Background: an optimization exercise with open tools, aiming at small area, a short achievable clock period and few clock cycles. Do not read the settings as production practice.
Where RTL was checked, it was by simulation tests only, not by an equivalence proof against the original.
Power figures rest on the tool's default switching activity, not on a simulated workload.

==> flow/design.v <==
package ise_pkg;
   typedef struct packed {
      logic insert;    
      logic close;     
   } cell_ctrl_type;
   localparam logic [1:0] ST_EMPTY = 2'b00;
   localparam logic [1:0] ST_OPEN  = 2'b01;
endpackage
module ise_cell #(
   parameter int VALUE_WIDTH = 16
) (
   input  logic                          clock,
   input  logic                          reset,
   input  ise_pkg::cell_ctrl_type        ctrl,
   input  logic signed [VALUE_WIDTH-1:0] new_value,
   input  logic                          new_par,
   input  logic                          new_c,
   input  logic signed [VALUE_WIDTH-1:0] next_value,
   input  logic signed [VALUE_WIDTH-1:0] right_value,
   input  logic [1:0]                    right_state,
   input  logic                          right_c,
   input  logic                          right_stay,
   output logic signed [VALUE_WIDTH-1:0] value,
   output logic [1:0]                    state,
   output logic                          c,
   output logic                          stay,
   output logic [1:0]                    state_next
);
   function automatic logic greater(input logic [VALUE_WIDTH-1:0] a, input logic [VALUE_WIDTH-1:0] b);
      logic [VALUE_WIDTH-1:0] g, e;    
      g = {~a[VALUE_WIDTH-1] & b[VALUE_WIDTH-1], a[VALUE_WIDTH-2:0] & ~b[VALUE_WIDTH-2:0]};
      e = {~a[VALUE_WIDTH-1] | b[VALUE_WIDTH-1], a[VALUE_WIDTH-2:0] | ~b[VALUE_WIDTH-2:0]};
      for (int w = 1; w < VALUE_WIDTH; w = w * 2) begin
         for (int k = 0; k + w < VALUE_WIDTH; k = k + 2 * w) begin
            g[k] = g[k + w] | (e[k + w] & g[k]);
            e[k] = e[k + w] & e[k];
         end
      end
      greater = g[0];
   endfunction
   logic signed [VALUE_WIDTH-1:0] value_ff, value_in;
   logic [1:0]                    state_ff, state_src, state_in;
   logic                          g_ff, g_in;
   logic take_self, take_new, take_right;
   assign stay  = state_ff == ise_pkg::ST_OPEN && (!ctrl.insert || g_ff);
   assign c     = greater(value_ff, next_value);
   assign value = value_ff;
   assign state = state_ff;
   assign state_next = state_in;
   assign take_self  = stay;
   assign take_new   = !stay && right_stay;
   assign take_right = !stay && !right_stay;
   always_comb begin
      value_in  = ({VALUE_WIDTH{take_self}}  & value_ff)
                | ({VALUE_WIDTH{take_new}}   & new_value)
                | ({VALUE_WIDTH{take_right}} & right_value);
      state_src = ({2{take_self}}  & state_ff)
                | ({2{take_new}}   & (ctrl.insert ? ise_pkg::ST_OPEN : ise_pkg::ST_EMPTY))
                | ({2{take_right}} & right_state);
      g_in      = (take_self & c) | (take_new & new_c) | (take_right & right_c);
      state_in  = (ctrl.close && state_src == ise_pkg::ST_OPEN) ? {1'b1, new_par} : state_src;
   end
   always_ff @(posedge clock) begin
      value_ff <= value_in;
      g_ff     <= g_in;
      if (reset) begin
         state_ff <= ise_pkg::ST_EMPTY;
      end else begin
         state_ff <= state_in;
      end
   end
endmodule
module insertion_sort_engine #(
   parameter int DEPTH       = 32,
   parameter int VALUE_WIDTH = 16
) (
   input  logic                          clock,
   input  logic                          reset,
   input  logic                          start,
   output logic                          busy,
   input  logic signed [VALUE_WIDTH-1:0] req_value,
   input  logic                          req_last,
   output logic                          rsp_strobe,
   output logic signed [VALUE_WIDTH-1:0] rsp_value_res,
   output logic                          rsp_last_res,
   output logic                          rsp_dropped
);
   logic signed [VALUE_WIDTH-1:0] value_w [DEPTH];
   logic [1:0]                    state_w [DEPTH];
   logic [1:0]                    state_next_w [DEPTH];
   logic [DEPTH-1:0]              c_w;
   logic [DEPTH-1:0]              stay_w;
   logic                          nx_valid_ff;
   logic signed [VALUE_WIDTH-1:0] nx_value_ff;
   logic                          nx_last_ff;
   logic                          in_valid_ff;
   logic signed [VALUE_WIDTH-1:0] in_value_ff;
   logic          insert_ff;                 
   logic          close_ff;                  
   logic [$clog2(DEPTH+1)-1:0] count_ff;     
   logic          full;
   logic          full_next;
   logic          par_ff;                    
   logic          ovf_open_ff;               
   logic          ovf_head_ff;               
   logic          new_c_ff;                  
   logic          head_out_ff;               
   logic          head_last_ff;              
   ise_pkg::cell_ctrl_type ctrl;
   assign full      = count_ff == DEPTH;
   assign full_next = !ctrl.close && (full || (count_ff == DEPTH - 1 && ctrl.insert));
   assign ctrl.insert = insert_ff;
   assign ctrl.close  = close_ff;
   function automatic logic greater(input logic [VALUE_WIDTH-1:0] a, input logic [VALUE_WIDTH-1:0] b);
      logic [VALUE_WIDTH-1:0] g, e;
      g = {~a[VALUE_WIDTH-1] & b[VALUE_WIDTH-1], a[VALUE_WIDTH-2:0] & ~b[VALUE_WIDTH-2:0]};
      e = {~a[VALUE_WIDTH-1] | b[VALUE_WIDTH-1], a[VALUE_WIDTH-2:0] | ~b[VALUE_WIDTH-2:0]};
      for (int w = 1; w < VALUE_WIDTH; w = w * 2) begin
         for (int k = 0; k + w < VALUE_WIDTH; k = k + 2 * w) begin
            g[k] = g[k + w] | (e[k + w] & g[k]);
            e[k] = e[k + w] & e[k];
         end
      end
      greater = g[0];
   endfunction
   for (genvar i = 0; i < DEPTH; i++) begin : g_cell
      logic signed [VALUE_WIDTH-1:0] right_value;
      logic [1:0]                    right_state;
      logic                          right_c;
      logic                          right_stay;
      if (i == DEPTH - 1) begin : g_tail
         assign right_value = '0;
         assign right_state = ise_pkg::ST_EMPTY;
         assign right_c     = 1'b0;
         assign right_stay  = 1'b1;
      end else begin : g_inner
         assign right_value = value_w[i+1];
         assign right_state = state_w[i+1];
         assign right_c     = c_w[i+1];
         assign right_stay  = stay_w[i+1];
      end
      ise_cell #(
         .VALUE_WIDTH (VALUE_WIDTH)
      ) u_cell (
         .clock       (clock),
         .reset       (reset),
         .ctrl        (ctrl),
         .new_value   (in_value_ff),
         .new_par     (par_ff),
         .new_c       (new_c_ff),
         .next_value  (nx_value_ff),
         .right_value (right_value),
         .right_state (right_state),
         .right_c     (right_c),
         .right_stay  (right_stay),
         .value       (value_w[i]),
         .state       (state_w[i]),
         .c           (c_w[i]),
         .stay        (stay_w[i]),
         .state_next  (state_next_w[i])
      );
   end
   always_ff @(posedge clock) begin
      nx_value_ff  <= req_value;
      nx_last_ff   <= req_last;
      in_value_ff  <= nx_value_ff;
      new_c_ff     <= greater(nx_value_ff, req_value);
      head_last_ff <= state_next_w[1] != state_next_w[0];
      if (reset) begin
         nx_valid_ff <= 1'b0;
         in_valid_ff <= 1'b0;
         insert_ff   <= 1'b0;
         close_ff    <= 1'b0;
         count_ff    <= '0;
         head_out_ff <= 1'b0;
         par_ff      <= 1'b0;
         ovf_open_ff <= 1'b0;
         ovf_head_ff <= 1'b0;
      end else begin
         nx_valid_ff <= start;
         in_valid_ff <= nx_valid_ff;
         insert_ff   <= nx_valid_ff && !full_next;
         close_ff    <= nx_valid_ff && nx_last_ff;
         head_out_ff <= state_next_w[0][1];
         if (ctrl.close) begin
            count_ff <= '0;
         end else if (ctrl.insert) begin
            count_ff <= count_ff + 1'b1;
         end
         if (ctrl.close) begin
            par_ff      <= !par_ff;
            ovf_open_ff <= 1'b0;
         end else if (in_valid_ff && full) begin
            ovf_open_ff <= 1'b1;
         end
         if (ctrl.close && (ovf_open_ff || full)) begin
            ovf_head_ff <= 1'b1;
         end else if (head_out_ff && head_last_ff) begin
            ovf_head_ff <= 1'b0;
         end
      end
   end
   assign busy          = 1'b0;
   assign rsp_strobe    = head_out_ff;
   assign rsp_value_res = value_w[0];
   assign rsp_last_res  = head_last_ff;
   assign rsp_dropped   = ovf_head_ff;
endmodule
clock: 4.5 ns
lec_check: 0
cap_margin: 20
core_margin: 2
core_utilization: 40
cts_buf_list: sky130_fd_sc_hd__clkbuf_16
cts_cluster_diameter: 80
cts_cluster_size: 24
setup_slack_margin: 2.3
slew_margin: 20
run.sh (not shown) runs the stock make flow with config.mk's settings and CLKGATE_MAP_FILE= SYNTH_SCRIPT=/design/flow/synth_recipe.tcl, a recipe that flattens the netlist after the stock synthesis.
The baseline went through all stages and came out clean.
Next try:
--- a/flow/design.v
+++ b/flow/design.v
@@ -88,10 +88,13 @@
    logic signed [VALUE_WIDTH-1:0] value_w [DEPTH];
    logic [1:0]                    state_w [DEPTH];
    logic [1:0]                    state_next_w [DEPTH];
    logic [DEPTH-1:0]              c_w;
    logic [DEPTH-1:0]              stay_w;
+   logic                          rx_valid_ff;
+   logic signed [VALUE_WIDTH-1:0] rx_value_ff;
+   logic                          rx_last_ff;
    logic                          nx_valid_ff;
    logic signed [VALUE_WIDTH-1:0] nx_value_ff;
    logic                          nx_last_ff;
    logic                          in_valid_ff;
    logic signed [VALUE_WIDTH-1:0] in_value_ff;
@@ -159,27 +162,31 @@
          .stay        (stay_w[i]),
          .state_next  (state_next_w[i])
       );
    end
    always_ff @(posedge clock) begin
-      nx_value_ff  <= req_value;
-      nx_last_ff   <= req_last;
+      rx_value_ff  <= req_value;
+      rx_last_ff   <= req_last;
+      nx_value_ff  <= rx_value_ff;
+      nx_last_ff   <= rx_last_ff;
       in_value_ff  <= nx_value_ff;
-      new_c_ff     <= greater(nx_value_ff, req_value);
+      new_c_ff     <= greater(nx_value_ff, rx_value_ff);
       head_last_ff <= state_next_w[1] != state_next_w[0];
       if (reset) begin
+         rx_valid_ff <= 1'b0;
          nx_valid_ff <= 1'b0;
          in_valid_ff <= 1'b0;
          insert_ff   <= 1'b0;
          close_ff    <= 1'b0;
          count_ff    <= '0;
          head_out_ff <= 1'b0;
          par_ff      <= 1'b0;
          ovf_open_ff <= 1'b0;
          ovf_head_ff <= 1'b0;
       end else begin
-         nx_valid_ff <= start;
+         rx_valid_ff <= start;
+         nx_valid_ff <= rx_valid_ff;
          in_valid_ff <= nx_valid_ff;
          insert_ff   <= nx_valid_ff && !full_next;
          close_ff    <= nx_valid_ff && nx_last_ff;
          head_out_ff <= state_next_w[0][1];
          if (ctrl.close) begin
What happened: Wire length goes up by 8.3%. Sequential power shrinks by about 1%. Global-route usage grows by 0.80 points. Via count goes up by 4.9%. Setup slack is better by 0.13 ns. Sequential share of layout area came out higher by 0.54 points. Total power fell by 2.7%. Cell area increases by 1.3%. Area after synthesis is higher by 2.4%. Critical path depth came out lower by 1. Clock-buffer cell count stays the same. Utilization came out lower by 0.34 points.
No functional check of the RTL was part of any run of this note.

---

insertion_sort_engine, a different RTL version from the one above (not shown whole).
Size: about 650 flip-flops, ~40 I/O pins, ~34000 um2 of cells after synthesis.
==> module insertion_sort_engine, before the edit <==
module insertion_sort_engine #(
   parameter int DEPTH       = 32,
   parameter int VALUE_WIDTH = 16
) (
   input  logic                          clock,
   input  logic                          reset,
   input  logic                          start,
   output logic                          busy,
   input  logic signed [VALUE_WIDTH-1:0] req_value,
   input  logic                          req_last,
   output logic                          rsp_strobe,
   output logic signed [VALUE_WIDTH-1:0] rsp_value_res,
   output logic                          rsp_last_res,
   output logic                          rsp_dropped
);
   logic signed [VALUE_WIDTH-1:0] value_w [DEPTH];
   logic [1:0]                    state_w [DEPTH];
   logic [1:0]                    state_next_w [DEPTH];
   logic signed [VALUE_WIDTH-1:0] value_next_w [DEPTH];
   logic [DEPTH-1:0]              c_w;
   logic [DEPTH-1:0]              stay_w;
   logic                          in_valid_ff;
   logic signed [VALUE_WIDTH-1:0] in_value_ff;
   logic          insert_ff;                 
   logic          close_ff;                  
   logic [5:0]    count_ff;                  
   logic          full;
   logic          full_next;
   logic          par_ff;                    
   logic          ovf_open_ff;               
   logic          ovf_head_ff;               
   logic          new_c;                     
   logic          head_out_ff;               
   logic          head_last_ff;              
   logic signed [VALUE_WIDTH-1:0] head_value_ff;    
   ise_pkg::cell_ctrl_type ctrl;
   assign full      = count_ff == DEPTH;
   assign full_next = !ctrl.close && (full || (count_ff == DEPTH - 1 && ctrl.insert));
   assign new_c = greater(in_value_ff, req_value);
   assign ctrl.insert = insert_ff;
   assign ctrl.close  = close_ff;
   function automatic logic greater(input logic [VALUE_WIDTH-1:0] a, input logic [VALUE_WIDTH-1:0] b);
      logic [VALUE_WIDTH-1:0] g, e;
      g = {~a[VALUE_WIDTH-1] & b[VALUE_WIDTH-1], a[VALUE_WIDTH-2:0] & ~b[VALUE_WIDTH-2:0]};
      e = {~a[VALUE_WIDTH-1] | b[VALUE_WIDTH-1], a[VALUE_WIDTH-2:0] | ~b[VALUE_WIDTH-2:0]};
      for (int w = 1; w < VALUE_WIDTH; w = w * 2) begin
         for (int k = 0; k + w < VALUE_WIDTH; k = k + 2 * w) begin
            g[k] = g[k + w] | (e[k + w] & g[k]);
            e[k] = e[k + w] & e[k];
         end
      end
      greater = g[0];
   endfunction
   for (genvar i = 0; i < DEPTH; i++) begin : g_cell
      logic signed [VALUE_WIDTH-1:0] right_value;
      logic [1:0]                    right_state;
      logic                          right_c;
      logic                          right_stay;
      if (i == DEPTH - 1) begin : g_tail
         assign right_value = '0;    
         assign right_state = ise_pkg::ST_EMPTY;
         assign right_c     = 1'b0;
         assign right_stay  = 1'b1;
      end else begin : g_inner
         assign right_value = value_w[i+1];
         assign right_state = state_w[i+1];
         assign right_c     = c_w[i+1];
         assign right_stay  = stay_w[i+1];
      end
      ise_cell #(
         .VALUE_WIDTH (VALUE_WIDTH),
         .INVERTED    (i % 2 == 1)
      ) u_cell (
         .clock       (clock),
         .reset       (reset),
         .ctrl        (ctrl),
         .new_value   (in_value_ff),
         .new_par     (par_ff),
         .new_c       (new_c),
         .next_value  (req_value),
         .right_value (right_value),
         .right_state (right_state),
         .right_c     (right_c),
         .right_stay  (right_stay),
         .value       (value_w[i]),
         .state       (state_w[i]),
         .c           (c_w[i]),
         .stay        (stay_w[i]),
         .state_next  (state_next_w[i]),
         .value_next  (value_next_w[i])
      );
   end
   always_ff @(posedge clock) begin
      in_value_ff  <= req_value;
      head_last_ff <= state_next_w[1] != state_next_w[0];
      if (reset) begin
         in_valid_ff <= 1'b0;
         insert_ff   <= 1'b0;
         close_ff    <= 1'b0;
         count_ff    <= '0;
         head_out_ff <= 1'b0;
         head_value_ff <= '0;
         par_ff      <= 1'b0;
         ovf_open_ff <= 1'b0;
         ovf_head_ff <= 1'b0;
      end else begin
         in_valid_ff <= start;
         insert_ff   <= start && !full_next;
         close_ff    <= start && req_last;
         head_out_ff <= state_next_w[0][1];
         head_value_ff <= value_next_w[0];    
         if (ctrl.close) begin
            count_ff <= '0;
         end else if (ctrl.insert) begin
            count_ff <= count_ff + 1'b1;
         end
         if (ctrl.close) begin
            par_ff      <= !par_ff;
            ovf_open_ff <= 1'b0;
         end else if (in_valid_ff && full) begin
            ovf_open_ff <= 1'b1;
         end
         if (ctrl.close && (ovf_open_ff || full)) begin
            ovf_head_ff <= 1'b1;
         end else if (head_out_ff && head_last_ff) begin
            ovf_head_ff <= 1'b0;
         end
      end
   end
   assign busy          = 1'b0;
   assign rsp_strobe    = head_out_ff;
   assign rsp_value_res = head_value_ff;
   assign rsp_last_res  = head_last_ff;
   assign rsp_dropped   = ovf_head_ff;
endmodule
clock: 4.5 ns
lec_check: 0
abc_area: 1
cap_margin: 20
core_margin: 2
core_utilization: 60
cts_buf_list: sky130_fd_sc_hd__clkbuf_16
cts_cluster_diameter: 80
cts_cluster_size: 24
setup_slack_margin: 2.55
slew_margin: 20
The first run passed the timing, design-rule and antenna checks.
==> next run, changes <==
--- a/flow/design.v
+++ b/flow/design.v
@@ -95,4 +95,7 @@
    logic [DEPTH-1:0]              c_w;
    logic [DEPTH-1:0]              stay_w;
+   logic                          nx_valid_ff;
+   logic signed [VALUE_WIDTH-1:0] nx_value_ff;
+   logic                          nx_last_ff;
    logic                          in_valid_ff;
    logic signed [VALUE_WIDTH-1:0] in_value_ff;
@@ -105,5 +108,5 @@
    logic          ovf_open_ff;               
    logic          ovf_head_ff;               
-   logic          new_c;                     
+   logic          new_c_ff;                  
    logic          head_out_ff;               
    logic          head_last_ff;              
@@ -112,5 +115,4 @@
    assign full      = count_ff == DEPTH;
    assign full_next = !ctrl.close && (full || (count_ff == DEPTH - 1 && ctrl.insert));
-   assign new_c = greater(in_value_ff, req_value);
    assign ctrl.insert = insert_ff;
    assign ctrl.close  = close_ff;
@@ -152,6 +154,6 @@
          .new_value   (in_value_ff),
          .new_par     (par_ff),
-         .new_c       (new_c),
-         .next_value  (req_value),
+         .new_c       (new_c_ff),
+         .next_value  (nx_value_ff),
          .right_value (right_value),
          .right_state (right_state),
@@ -167,7 +169,11 @@
    end
    always_ff @(posedge clock) begin
-      in_value_ff  <= req_value;
+      nx_value_ff  <= req_value;
+      nx_last_ff   <= req_last;
+      in_value_ff  <= nx_value_ff;
+      new_c_ff     <= greater(nx_value_ff, req_value);
       head_last_ff <= state_next_w[1] != state_next_w[0];
       if (reset) begin
+         nx_valid_ff <= 1'b0;
          in_valid_ff <= 1'b0;
          insert_ff   <= 1'b0;
@@ -180,7 +186,8 @@
          ovf_head_ff <= 1'b0;
       end else begin
-         in_valid_ff <= start;
-         insert_ff   <= start && !full_next;
-         close_ff    <= start && req_last;
+         nx_valid_ff <= start;
+         in_valid_ff <= nx_valid_ff;
+         insert_ff   <= nx_valid_ff && !full_next;
+         close_ff    <= nx_valid_ff && nx_last_ff;
          head_out_ff <= state_next_w[0][1];
          head_value_ff <= value_next_w[0];    
Outcome: First-iteration DRC count fell by a few percent. Via count fell slightly. Area after synthesis rose slightly. Routed wire length fell by a few percent. Maximum frequency rose by a little under a tenth. Power fell by a few percent. Clock-buffer cell count fell by 1. Global-route usage fell by 2.0 points. Sequential share of layout area rose by 0.78 points. Utilization fell by 0.49 points. Final cell count rose slightly. Setup slack gets better by 0.15 ns. Sequential power fell by a few percent.
Testbench counts after the change, summed over its fixed seeds: cycles 6,587.
The RTL of the first run of this note was laid out without a check of its function.

## port drivers added, routing unchanged
The results above use ideal ports. As a check the final layouts listed here were re-extracted and re-timed, cells and wires unchanged. Step 1 (the two cells are an assumption about what drives the block):
set clk [get_ports {clock}]
set_driving_cell -lib_cell sky130_fd_sc_hd__clkbuf_16 $clk
set_driving_cell -lib_cell sky130_fd_sc_hd__buf_2 [delete_from_list [all_inputs] $clk]
Step 2, shift: input delay + t, output delay - t, t = (earliest + latest rising clock arrival at the registers) / 2. This alone moves slack from input paths to output paths. a / b / c = ideal / step 1 / step 2; a / b = the first two.
run	t (ns)	setup slack, ns	worst register clock-pin slew, ns
the first run of note 1	0.661	2.108 / 2.108 / 1.560	0.10 / 0.10
the second run of note 1	0.670	2.242 / 2.242 / 2.106	0.11 / 0.11
the first run of note 2	0.665	2.337 / 2.337 / 1.932	0.10 / 0.10
the second run of note 2	0.663	2.489 / 2.425 / 2.036	0.10 / 0.10
After both steps setup and hold are still met in every run listed. The setup slack of the first run of note 1, which loses most, moves by 0.000 ns with the drivers and by -0.548 ns with both steps.
